What follows belongs to an exercise in optimizing a design on an open flow for small area; a production flow would make more cautious choices.
Function was checked by simulation only, so behaviour that the tests miss may differ from the original.
Power and IR drop assume default switching activity.

File: constraint.sdc
create_clock -name core_clock -period 5.0 [get_ports {CLK_I}]
set_input_delay 1.0000 -clock core_clock [delete_from_list [all_inputs] [get_ports {CLK_I}]]
set_output_delay 1.0000 -clock core_clock [all_outputs]
set_load 0.01 [all_outputs]
File: config.mk
export PLATFORM = sky130hd
export DESIGN_NAME = wishbone_intercon
export DESIGN_NICKNAME = wishbone_intercon
export VERILOG_FILES = /design/flow/design.v
export SDC_FILE = /design/flow/constraint.sdc
export NUM_CORES = 4
export LEC_CHECK = 0
export CAP_MARGIN = 20
export CORE_MARGIN = 2
export CORE_UTILIZATION = 40
export SLEW_MARGIN = 20
File: design.v
package wishbone_pkg;
  typedef enum logic {
    IDLE = 1'b0,
    BUSY = 1'b1
  } mst_state_e;
  localparam logic [1:0] SLV0_SEL   = 2'b10;
  localparam logic [1:0] SLV1_SEL   = 2'b11;
  localparam int         SLV_DEPTH  = 16;
  localparam int         DEF_DATA_W = 64;
  localparam int         DEF_ADR_W  = 8;
endpackage
module wb_slave_regfile
#(
  parameter int DATA_W = wishbone_pkg::DEF_DATA_W
) (
  input  logic                         clk,
  input  logic                         rst,
  input  logic                         cyc,
  input  logic                         stb,
  input  logic                         we,
  input  logic                         sel,
  input  logic [$clog2(wishbone_pkg::SLV_DEPTH)-1:0] adr,
  input  logic [DATA_W-1:0]            dat_i,
  output logic                         ack,
  output logic [DATA_W-1:0]            dat_o
);
  logic [wishbone_pkg::SLV_DEPTH-1:0][DATA_W-1:0] mem_q, mem_d;
  logic [DATA_W-1:0]                dat_q, dat_d;
  logic                             ack_q, ack_d;
  logic                             hit;
  always_comb begin
    hit   = cyc & stb & sel & ~ack_q;
    ack_d = hit;
    mem_d = mem_q;
    dat_d = dat_q;
    if (hit) begin
      if (we) mem_d[adr] = dat_i;
      else    dat_d      = mem_q[adr];
    end
  end
  always_ff @(posedge clk or posedge rst) begin
    if (rst) begin
      mem_q <= '0;
      dat_q <= '0;
      ack_q <= 1'b0;
    end else begin
      mem_q <= mem_d;
      dat_q <= dat_d;
      ack_q <= ack_d;
    end
  end
  assign ack   = ack_q;
  assign dat_o = dat_q;
endmodule
module wishbone_intercon
#(
  parameter int DATA_W = wishbone_pkg::DEF_DATA_W,
  parameter int ADR_W  = wishbone_pkg::DEF_ADR_W
) (
  input  logic              CLK_I,
  input  logic              RST_I,
  input  logic [DATA_W-1:0] DATA_INPUT,
  input  logic [ADR_W-1:0]  ADR_INPUT,
  input  logic              WE_INPUT,
  input  logic              SMP,
  output logic [DATA_W-1:0] DATA_OUTPUT
);
  localparam int NUM_SLV = 2;
  wishbone_pkg::mst_state_e        state_q, state_d;
  logic              cyc_q, cyc_d;
  logic              stb_q, stb_d;
  logic              we_q, we_d;
  logic [ADR_W-1:0]  adr_q, adr_d;
  logic [DATA_W-1:0] dat_q, dat_d;
  logic [DATA_W-1:0] dout_q, dout_d;
  logic              def_ack_q, def_ack_d;
  logic [NUM_SLV-1:0]             slv_sel, slv_ack;
  logic [NUM_SLV-1:0][DATA_W-1:0] slv_dat;
  logic                           def_sel;
  logic                           bus_ack;
  logic [DATA_W-1:0]              bus_dat;
  logic unused_adr;
  assign unused_adr = ^adr_q;
  for (genvar g = 0; g < NUM_SLV; g++) begin : g_slv
    assign slv_sel[g] = (adr_q[7:6] == ((g == 0) ? wishbone_pkg::SLV0_SEL : wishbone_pkg::SLV1_SEL));
    wb_slave_regfile #(.DATA_W(DATA_W)) u_slv (
      .clk   (CLK_I),
      .rst   (RST_I),
      .cyc   (cyc_q),
      .stb   (stb_q),
      .we    (we_q),
      .sel   (slv_sel[g]),
      .adr   (adr_q[3:0]),
      .dat_i (dat_q),
      .ack   (slv_ack[g]),
      .dat_o (slv_dat[g])
    );
  end
  assign def_sel = ~|slv_sel;
  assign def_ack_d = cyc_q & stb_q & def_sel & ~def_ack_q;
  assign bus_ack = |(slv_ack & slv_sel) | (def_ack_q & def_sel);
  assign bus_dat = slv_sel[0] ? slv_dat[0] :
                   slv_sel[1] ? slv_dat[1] : '0;
  always_comb begin
    state_d = state_q;
    cyc_d   = cyc_q;
    stb_d   = stb_q;
    we_d    = we_q;
    adr_d   = adr_q;
    dat_d   = dat_q;
    dout_d  = dout_q;
    case (state_q)
      wishbone_pkg::IDLE: begin
        if (WE_INPUT || SMP) begin
          we_d    = WE_INPUT;
          adr_d   = ADR_INPUT;
          dat_d   = DATA_INPUT;
          cyc_d   = 1'b1;
          stb_d   = 1'b1;
          state_d = wishbone_pkg::BUSY;
        end
      end
      wishbone_pkg::BUSY: begin
        if (bus_ack) begin
          cyc_d   = 1'b0;
          stb_d   = 1'b0;
          state_d = wishbone_pkg::IDLE;
          if (!we_q) dout_d = bus_dat;
        end
      end
      default: state_d = wishbone_pkg::IDLE;
    endcase
  end
  always_ff @(posedge CLK_I or posedge RST_I) begin
    if (RST_I) begin
      state_q   <= wishbone_pkg::IDLE;
      cyc_q     <= 1'b0;
      stb_q     <= 1'b0;
      we_q      <= 1'b0;
      adr_q     <= '0;
      dat_q     <= '0;
      dout_q    <= '0;
      def_ack_q <= 1'b0;
    end else begin
      state_q   <= state_d;
      cyc_q     <= cyc_d;
      stb_q     <= stb_d;
      we_q      <= we_d;
      adr_q     <= adr_d;
      dat_q     <= dat_d;
      dout_q    <= dout_d;
      def_ack_q <= def_ack_d;
    end
  end
  assign DATA_OUTPUT = dout_q;
endmodule
File: run.sh
#!/bin/bash
# synth_recipe.tcl (not shown) runs the flow's synth.tcl, then flattens the netlist and writes it again
# the make line also repeats each setting of config.mk as NAME=value (left out here)
make -C /OpenROAD-flow-scripts/flow DESIGN_CONFIG=/design/flow/config.mk WORK_HOME=/design/flow/orfs CLKGATE_MAP_FILE= SYNTH_SCRIPT=/design/flow/synth_recipe.tcl finish
==> run notes, run 1 <==
status=complete, no violations; Mapped Area=between 100000 and 150000 sq um; setup repair bufs after CTS=0; maximum VDD drop=0.614 mV; first-pass GRT wire length=approximately 420 mm; Residual DRC=0; GP Congestion=roughly 0.73; H-tree depth=4; fillers=approximately 22000; Core Footprint=256000 sq um; Distinct cells, synth=52; die width=512 um; Critical Path Start Type=flop; hold slack=0.431 ns; pin count of the biggest net entering global routing=140; reg2reg setup slack=about 1.1 ns; crit end category=flop; cts hold-fix bufs=0; Final Hold Fails=0; fmax=0.260 GHz; DR vias/cell=around 5.7; CTS tree=done; Worst Hold End=def_ack_q; crit path DAT=4.57 ns; cell count of the worst hold path=1; DP Cell Count=between 9000 and 10000; Post-Route WL=about 280 mm; Tmin final=around 3.9 ns; worst reg2reg path depth=7; Final Max Slew Viols=0; final setup margin=about 1.1 ns; Post-Synthesis Cells=6373; I/O Pins=140; via count=~57000; Final ANT Viol Nets=0; Crit Path Category=reg2reg; Yosys reg bits=around 2300; clock skew=between 0.04 and 0.05 ns; MaxCap Viol Count=0; relative slew slack=between 20% and 30%; CTS root buffer=clkbuf_16; fraction of the yosys area taken by sequential cells=about 56%; GRT overflow=0; synth warn=2; HP Class=reg2reg; Critical Path RT=~5.7 ns; Initial Util=approximately two fifths; pre-CTS setup slack=1.17 ns; Cell Rows=186; Worst-Margin Slew=approximately 1.1 ns; routed len/inst=between 20 and 30 um; vias in the first global route=60500; RSZ-0062 raised after global routing=false; hpwl dp=between 150 and 200 mm; die area=between 200000 and 300000 sq um; NumNets Final=roughly 6400; number of port buffers=137; Final period util=around 77%; Total GRT Usage=about a fifth; clock sinks=between 2000 and 2500; CTS clk-pin slew, worst paths=0.06 ns; initial antenna violation count=7; # setup viols final=0; R2R Path Start=adr_q[1]; Reg-to-Reg End=g_slv[1].u_slv.mem_q[1023]; min-delay src=def_ack_q; layout cell share with drive strength beyond 1=49.5%; clock latency at the later pin of the worst-skew pair=0.87 ns; Pwr per Cell Area=between 500 and 600 nW/um^2; Longest Clk Path Bufs=3; Syn Nets=6451; TNS Setup=0 ns; P_leak=54.8 nW; Critical Path Fanout Max=23; fin cells=approximately 10000; Avg Cell Area, Syn=approximately 16 sq um; synth-to-layout area growth=12.5%; initial DRC count=a little under 4000; CTS buffer count=234; post_cts resized=0; Pre-antenna DRT Iters=5; Die Height=a little over 500 um
-- flip-flops by register name (all words and copies together) (netlist names) --
signal,cells
dat_q,64
state_q,1
g_slv.u_slv.dat_q,128
adr_q,6
def_ack_q,1
dout_q,64
stb_q,1
g_slv.u_slv.ack_q,2
we_q,1
g_slv.u_slv.mem_q,2048
-- critical path, cell delays in order, from the launching register on --
cell and delay (ns):
dfrtp_1 0.42, inv_6 0.34, ha_1 0.39, nand2b_1 0.10, o21ai_2 0.82, or4_4 0.72, buf_4 0.49, mux2_2 0.39
-- where the power goes --
part	internal, mW	total [mW]	switching, mW
Sequential	24.8	30.4	5.53
Clock	10.3	17.8	7.44
Combinational	10.7	19.7	8.93
Total	45.9	67.8	21.9
-- layout by cell type (no fill, tap or decap), types with 8 or more instances in the layout --
cell             instances
dfrtp_1               2301
mux2_2                1914
mux4_2                 512
clkbuf_16              242
mux2_4                 180
mux2_1                 154
nand2_1                146
clkdlybuf4s50_1        137
o22ai_1                128
a22oi_1                111
buf_4                  100
buf_12                  80
clkbuf_1                70
mux2i_1                 65
o31ai_1                 65
a21oi_1                 64
clkbuf_8                57
clkinv_2                29
nand3_1                 17
nor3_4                  14
bufinv_16               13
dfrtp_2                 12
nor4_4                   8
-- synth_stat cells, drive strengths merged --
master	count	area, sq um
o31a	1	8.76
nor4bb	1	10.0
o211ai	1	7.51
a21oi	64	320
nor4	11	189
inv	7	26.3
nand2b	2	12.5
and3b	1	8.76
nor2	6	40.0
clkbuf	323	1210
and2b	2	15.0
nand2	150	587
nor2b	1	6.26
ha	2	25.0
nor3	15	189
nor3b	1	7.51
o21bai	2	18.8
a22oi	111	833
buf	300	1840
nand4b	1	15.0
and2	1	6.26
o31ai	66	509
o2111ai	1	8.76
mux2	2248	26000
dfrtp	2316	58000
or4	7	52.6
clkinv	1	3.75
or2	2	12.5
nand4bb	1	11.3
o22ai	128	801
mux4	512	11500
mux2i	65	651
xnor2	1	16.3
nand3	20	125
o21ai	2	21.3
-- through the flow --
step,util (%),instance area (sq um),total power [mW]
2_1_floorplan,-,103000,44.7
3_3_place_gp,42.2,108000,49.6
3_5_place_dp,42.2,108000,50.5
4_1_cts,45.2,116000,68.4
5_1_grt,45.2,116000,71.4
6_report,45.2,116000,67.8
-- worst max-delay path by stage --
stage,startpoint,end
floorplan,RST_I,adr_q[0]
global placement,adr_q[1],g_slv[1].u_slv.mem_q[767]
detailed placement,adr_q[1],g_slv[1].u_slv.mem_q[707]
CTS,adr_q[1],g_slv[1].u_slv.mem_q[1023]
global route,adr_q[1],g_slv[1].u_slv.mem_q[766]
finish,adr_q[1],g_slv[1].u_slv.mem_q[1023]
-- layer usage --
layer  vias to the layer above  GRT usage [%]  wire length [um]
met3                       390           3.37             12800
met2                      1243           34.4            133000
met5                         -              0                13
li1                      23500              -                 -
met1                     31300           30.1            125000
met4                         2           5.36              6840
-- kinds of logic after synthesis --
kind of cell / count (synthesis) / share of synthesized area, %
AO/OA/AOI/OAI: 376 / 2.45
AND/OR/NAND/NOR: 222 / 1.25
XOR/XNOR: 1 / 0.0158
adder cells (fa/ha/maj): 2 / 0.0243
flip-flops: 2316 / 56.2
buffers and inverters: 631 / 2.99
multiplexers: 2825 / 37.0
-- area by class of cell --
type / instances / area, sq um / share of cell area (%)
multi-input combinational: 3426 / 42200 / 36.4
timing repair buffer: 318 / 3740 / 3.22
inverter: 8 / 46.3 / 0.0399
tap: 3384 / 4230 / 3.65
sequential: 2316 / 58000 / 50.0
antenna: 1 / 2.50 / 0.00216
clock inverter: 52 / 651 / 0.561
clock buffer: 369 / 7100 / 6.13
==> run 2: changes to the inputs <==
==> design.v (replaced) <==
package wishbone_pkg;
  typedef enum logic {
    IDLE = 1'b0,
    BUSY = 1'b1
  } mst_state_e;
  localparam logic [1:0] SLV0_SEL   = 2'b10;
  localparam logic [1:0] SLV1_SEL   = 2'b11;
  localparam int         SLV_DEPTH  = 16;
  localparam int         DEF_DATA_W = 64;
  localparam int         DEF_ADR_W  = 8;
endpackage
module wb_slave_regfile
#(
  parameter int DATA_W = wishbone_pkg::DEF_DATA_W,
  parameter int DEPTH  = 3
) (
  input  logic                         clk,
  input  logic                         wr,
  input  logic [DATA_W-1:0]            wdat,
  output logic [DEPTH*DATA_W-1:0]       slot
);
  logic [DEPTH-1:0][DATA_W-1:0] slot_q;
  always_ff @(posedge clk) begin
    slot_q[0] <= wr ? wdat : slot_q[DEPTH-1];
    for (int i = 1; i < DEPTH; i++) slot_q[i] <= slot_q[i-1];
  end
  assign slot = slot_q;
endmodule
module wishbone_intercon
#(
  parameter int DATA_W = wishbone_pkg::DEF_DATA_W,
  parameter int ADR_W  = wishbone_pkg::DEF_ADR_W
) (
  input  logic              CLK_I,
  input  logic              RST_I,
  input  logic [DATA_W-1:0] DATA_INPUT,
  input  logic [ADR_W-1:0]  ADR_INPUT,
  input  logic              WE_INPUT,
  input  logic              SMP,
  output logic [DATA_W-1:0] DATA_OUTPUT
);
  localparam int NW  = 2 * wishbone_pkg::SLV_DEPTH;   
  localparam int NB3 = NW / 3;                         
  localparam int NB  = NB3 + 1;                        
  logic              b1_q, b2_q;
  logic              we_q, map_q;
  logic [4:0]        wa_q;             
  logic              pend_q;           
  logic [DATA_W-1:0] pd_q;             
  logic [1:0]        ph3_q;            
  logic              ph2_q;            
  logic [NW-1:0]     val_q;            
  logic [DATA_W-1:0] dout_q;
  logic accept, rd;
  assign accept = ~b1_q & ~b2_q & (WE_INPUT | SMP);
  assign rd     = b2_q & ~we_q & map_q;
  logic [NW-1:0]              whit;      
  logic [NB-1:0]              wr;
  logic [NW-1:0]              rsel;      
  for (genvar w = 0; w < NW; w++) begin : g_dec
    assign whit[w] = (wa_q == w);
  end
  for (genvar b = 0; b < NB; b++) begin : g_sel
    localparam int N = (b < NB3) ? 3 : 2;
    for (genvar s = 0; s < 3; s++) begin : g_s
      if (s < N) begin : g_on
        logic [N-1:0] here;
        for (genvar k = 0; k < N; k++) begin : g_k
          if (N == 3) assign here[k] = whit[3 * b + k] & (ph3_q == 2'((s - k + 3) % 3));
          else        assign here[k] = whit[3 * b + k] & (ph2_q == 1'((s - k + 2) % 2));
        end
        logic [N-1:0] vk;
        assign vk = val_q[3 * b +: N];
        assign rsel[3 * b + s] = rd & |(here & vk);
        if (s == N - 1) assign wr[b] = pend_q & |here;
      end
    end
  end
  logic [NW*DATA_W-1:0] slotv;       
  for (genvar b = 0; b < NB; b++) begin : g_bank
    localparam int N = (b < NB3) ? 3 : 2;
    wb_slave_regfile #(.DATA_W(DATA_W), .DEPTH(N)) u_bank (
      .clk  (CLK_I),
      .wr   (wr[b]),
      .wdat (pd_q),
      .slot (slotv[3 * b * DATA_W +: N * DATA_W])
    );
  end
  logic [DATA_W-1:0] rdat;
  always_comb begin
    rdat = '0;
    for (int i = 0; i < NW; i++)
      rdat = rdat | ({DATA_W{rsel[i]}} & slotv[i * DATA_W +: DATA_W]);
  end
  always_ff @(posedge CLK_I) begin
    if (accept) pd_q <= DATA_INPUT;
  end
  always_ff @(posedge CLK_I or posedge RST_I) begin
    if (RST_I) begin
      b1_q   <= 1'b0;
      b2_q   <= 1'b0;
      we_q   <= 1'b0;
      map_q  <= 1'b0;
      wa_q   <= '0;
      pend_q <= 1'b0;
      ph3_q  <= '0;
      ph2_q  <= 1'b0;
      val_q  <= '0;
      dout_q <= '0;
    end else begin
      b1_q   <= accept;
      b2_q   <= b1_q;
      ph3_q  <= (ph3_q == 2'd2) ? 2'd0 : ph3_q + 2'd1;
      ph2_q  <= ~ph2_q;
      pend_q <= (accept & WE_INPUT & ADR_INPUT[7]) | (pend_q & ~|wr);
      if (accept) begin
        we_q  <= WE_INPUT;
        map_q <= ADR_INPUT[7];
        wa_q  <= {ADR_INPUT[6], ADR_INPUT[3:0]};
      end
      if (b1_q & we_q & map_q) val_q <= val_q | whit;
      dout_q <= rdat | ({DATA_W{~(b2_q & ~we_q)}} & dout_q);
    end
  end
  assign DATA_OUTPUT = dout_q;
endmodule
==> run notes, run 2 <==
HP Class=reg2reg; slowest CP cell=dfrtp_1; CTS root buffer=clkbuf_16; count leader, synth=dfxtp_1; most used cell, CP=nand4_1; Post-Route WL=245 mm (-12%); Distinct cells, synth=101 (+94%); Die Height=419 um (-18%); H-tree depth=4 (unchanged); clock skew=0.0222 ns (-0.0205 ns); crit path DAT=4.79 ns (+0.22 ns); Largest Register=g_bank.u_bank.slot_q; crit end category=flop; TNS Setup=0 ns (unchanged); MaxCap Viol Count=0 (unchanged); hpwl dp=137 mm (-9.1%); CTS tree=done; Final ANT Viol Nets=0 (unchanged); fin cells=7878 (-20%); Mapped Area=69000 sq um (-33%); Final period util=80.3% (+3.2 points); Final Hold Fails=0 (unchanged); Initial Util=40.2% (about the same); most common cell after layout, fill and taps aside=dfxtp_1; die area=176000 sq um (-33%); Yosys reg bits=2221 (-4.1%); post_cts resized=0 (unchanged); Finished Core Util=46.8% (+1.6 points); synth-to-layout area growth=16.3%; relative slew slack=21.6% (-4.7 points); Post-synth ARST share=4.91% (-95 points); first-pass GRT wire length=346 mm (-17%); final setup margin=0.987 ns (-0.160 ns); Residual DRC=0 (unchanged); most frequent cells in the layout=2048 x dfxtp_1, 645 x mux2_2, 444 x nand2_1; fraction of the yosys area taken by sequential cells=66.2% (+9.9 points); Cell Rows=152 (-18%); Critical Path RT=5.77 ns (+0.06 ns); Pwr per Cell Area=634 nW/um^2 (+8.5%); top cells by count, synth=2048 x dfxtp_1, 645 x mux2_2, 451 x nand2_1, 439 x a22oi_1, 157 x a221oi_1; placed cell areas=73300 sq um (-32%); # setup viols final=0 (unchanged); max reg flops=2048 (unchanged); status=complete, no violations; Final Max Slew Viols=0 (unchanged); EDFF count, synth=64 (+64); Core Footprint=172000 sq um (-33%); critical-path cell list=nor3b_2 -> o211ai_1 -> a21oi_4 -> buf_4 -> a22oi_1 -> nand4_1 -> nor4_1 -> nand4_1; top post-synthesis cells by area=dfxtp_1 59%, mux2_2 11%, a22oi_1 4.8%; pre-CTS setup slack=1.13 ns (-0.0360 ns); via count=47100 (-17%); CP peak stage delay=0.99 ns (+0.17 ns); Longest Clk Path Bufs=3 (unchanged); post-synth top area share=59.4% (+3.2 points); die width=419 um (-18%); DP Cell Count=7496 (-21%); Post-Synthesis Cells=5285 (-17%); Power, Total=50.9 mW (-25%); vias in the first global route=47100 (-22%); Tmin final=4.01 ns (+0.160 ns); clock latency at the later pin of the worst-skew pair=0.84 ns (-0.03 ns); setup repair bufs after CTS=0 (unchanged); number of port buffers=137 (unchanged); DR vias/cell=5.98 (+4.4%); I/O Pins=140 (unchanged); Avg Cell Area, Syn=13.1 sq um (-19%); Synth Flop Type=dfxtp_1; Critical Path Fanout Max=26 (+13%); pin count of the biggest net entering global routing=65 (-54%); Total GRT Usage=27.3% (+6.0 points); routed len/inst=31.0 um (+11%); GP Congestion=0.934 (+28%); clock sinks=2221 (-4.1%); hold slack=0.332 ns (-0.0991 ns); Crit Path Category=reg2reg; fin area=80300 sq um (-31%); synth warn=3 (+1); Worst-Margin Slew=1.17 ns (+0.0667 ns); CTS clk-pin slew, worst paths=0.07 ns (about the same); top flop regs=g_bank.u_bank.slot_q x2048, dout_q x64, pd_q x64; Pre-antenna DRT Iters=8 (+3); P_leak=32.1 nW (-41%); GRT overflow=0 (unchanged); fmax=0.249 GHz (-4.0%); cts hold-fix bufs=0 (unchanged); RSZ-0062 raised after global routing=false; CTS buffer count=204 (-13%); Critical Path Start Type=flop; initial DRC count=5391 (+39%); layout cell share with drive strength beyond 1=22.0% (-28 points); initial antenna violation count=2 (-5); NumNets Final=5468 (-14%); Syn Nets=5361 (-17%); maximum VDD drop=0.318 mV (-48%); Synth area leader=dfxtp_1
==> run 2: final timing paths <==
path	start	to	slack, ns	depth (start not counted)
max in group asynchronous	RST_I	dout_q[43]	3.33	3
min in group asynchronous	RST_I	wa_q[0]	0.65	2
max	wa_q[2]	dout_q[0]	0.99	8
min reg2reg	g_bank[0].u_bank.slot_q[45]	g_bank[0].u_bank.slot_q[109]	0.33	0
max reg2reg	wa_q[2]	dout_q[0]	0.99	8
min	g_bank[0].u_bank.slot_q[45]	g_bank[0].u_bank.slot_q[109]	0.33	0
==> run 2: kinds of logic after synthesis <==
family / count (synthesis) / share of synthesized area [%]
AO/OA/AOI/OAI: 1073 / 13.2
XOR/XNOR: 2 / 0.0254
buffers and inverters: 414 / 3.11
flip-flops: 2221 / 66.2
multiplexers: 645 / 10.5
AND/OR/NAND/NOR: 930 / 6.96
==> run 2: critical path: cells and delay by family, from the launching register on <==
| family | cells | cell delay, ns |
|---|---|---|
| flip-flops | 1 | 0.99 |
| buffers and inverters | 1 | 0.57 |
| AND/OR/NAND/NOR | 4 | 1.18 |
| AO/OA/AOI/OAI | 3 | 1.18 |
==> run 2: final cells by class <==
cell class                      count  area (sq um)
Antenna cell                        1          2.50
Clock buffer                      326          6270
Clock inverter                     55           661
Fill cell                       15200         91300
Inverter                           23          93.8
Multi-Input combinational cell   2650         21600
Sequential cell                  2221         45700
Tap cell                         2310          2890
Timing Repair Buffer              292          3110
==> run 2: metal layers <==
layer | share of wire (%) | GRT usage, % | up-vias
li1 | - | - | 20000
met1 | 42 | 36.3 | 24100
met4 | 4.5 | 11.5 | 6
met3 | 7.8 | 4.49 | 601
met5 | 0.018 | 0 | -
met2 | 46 | 43.9 | 2371
==> run 2: power breakdown <==
group	leakage [nW]	internal, mW	switching (mW)
clock network	3.43	9.13	6.90
logic	9.95	2.51	2.09
registers	18.8	25.5	4.80
total	32.1	37.1	13.8

==> re-timing with driven ports <==
Ports are ideal in the flow. The routed layouts listed here were re-timed in OpenROAD. Step 1 sets driving cells, clkbuf_16 on the clock port and buf_2 on the other inputs (assumed; they add their load-dependent delay and slew). Step 2, shift: input delay + t, output delay - t, t = (earliest + latest rising clock arrival at the registers) / 2. This alone moves slack from input paths to output paths. a / b / c = no drivers / after step 1 / after step 2; a / b = the first two.
run	t, ns	setup slack, ns	worst setup path at the end
run 1	0.940	1.147 / 1.147 / 1.147	register to register
run 2	0.915	0.987 / 0.987 / 0.987	register to register
After both steps setup and hold are still met in every run listed.
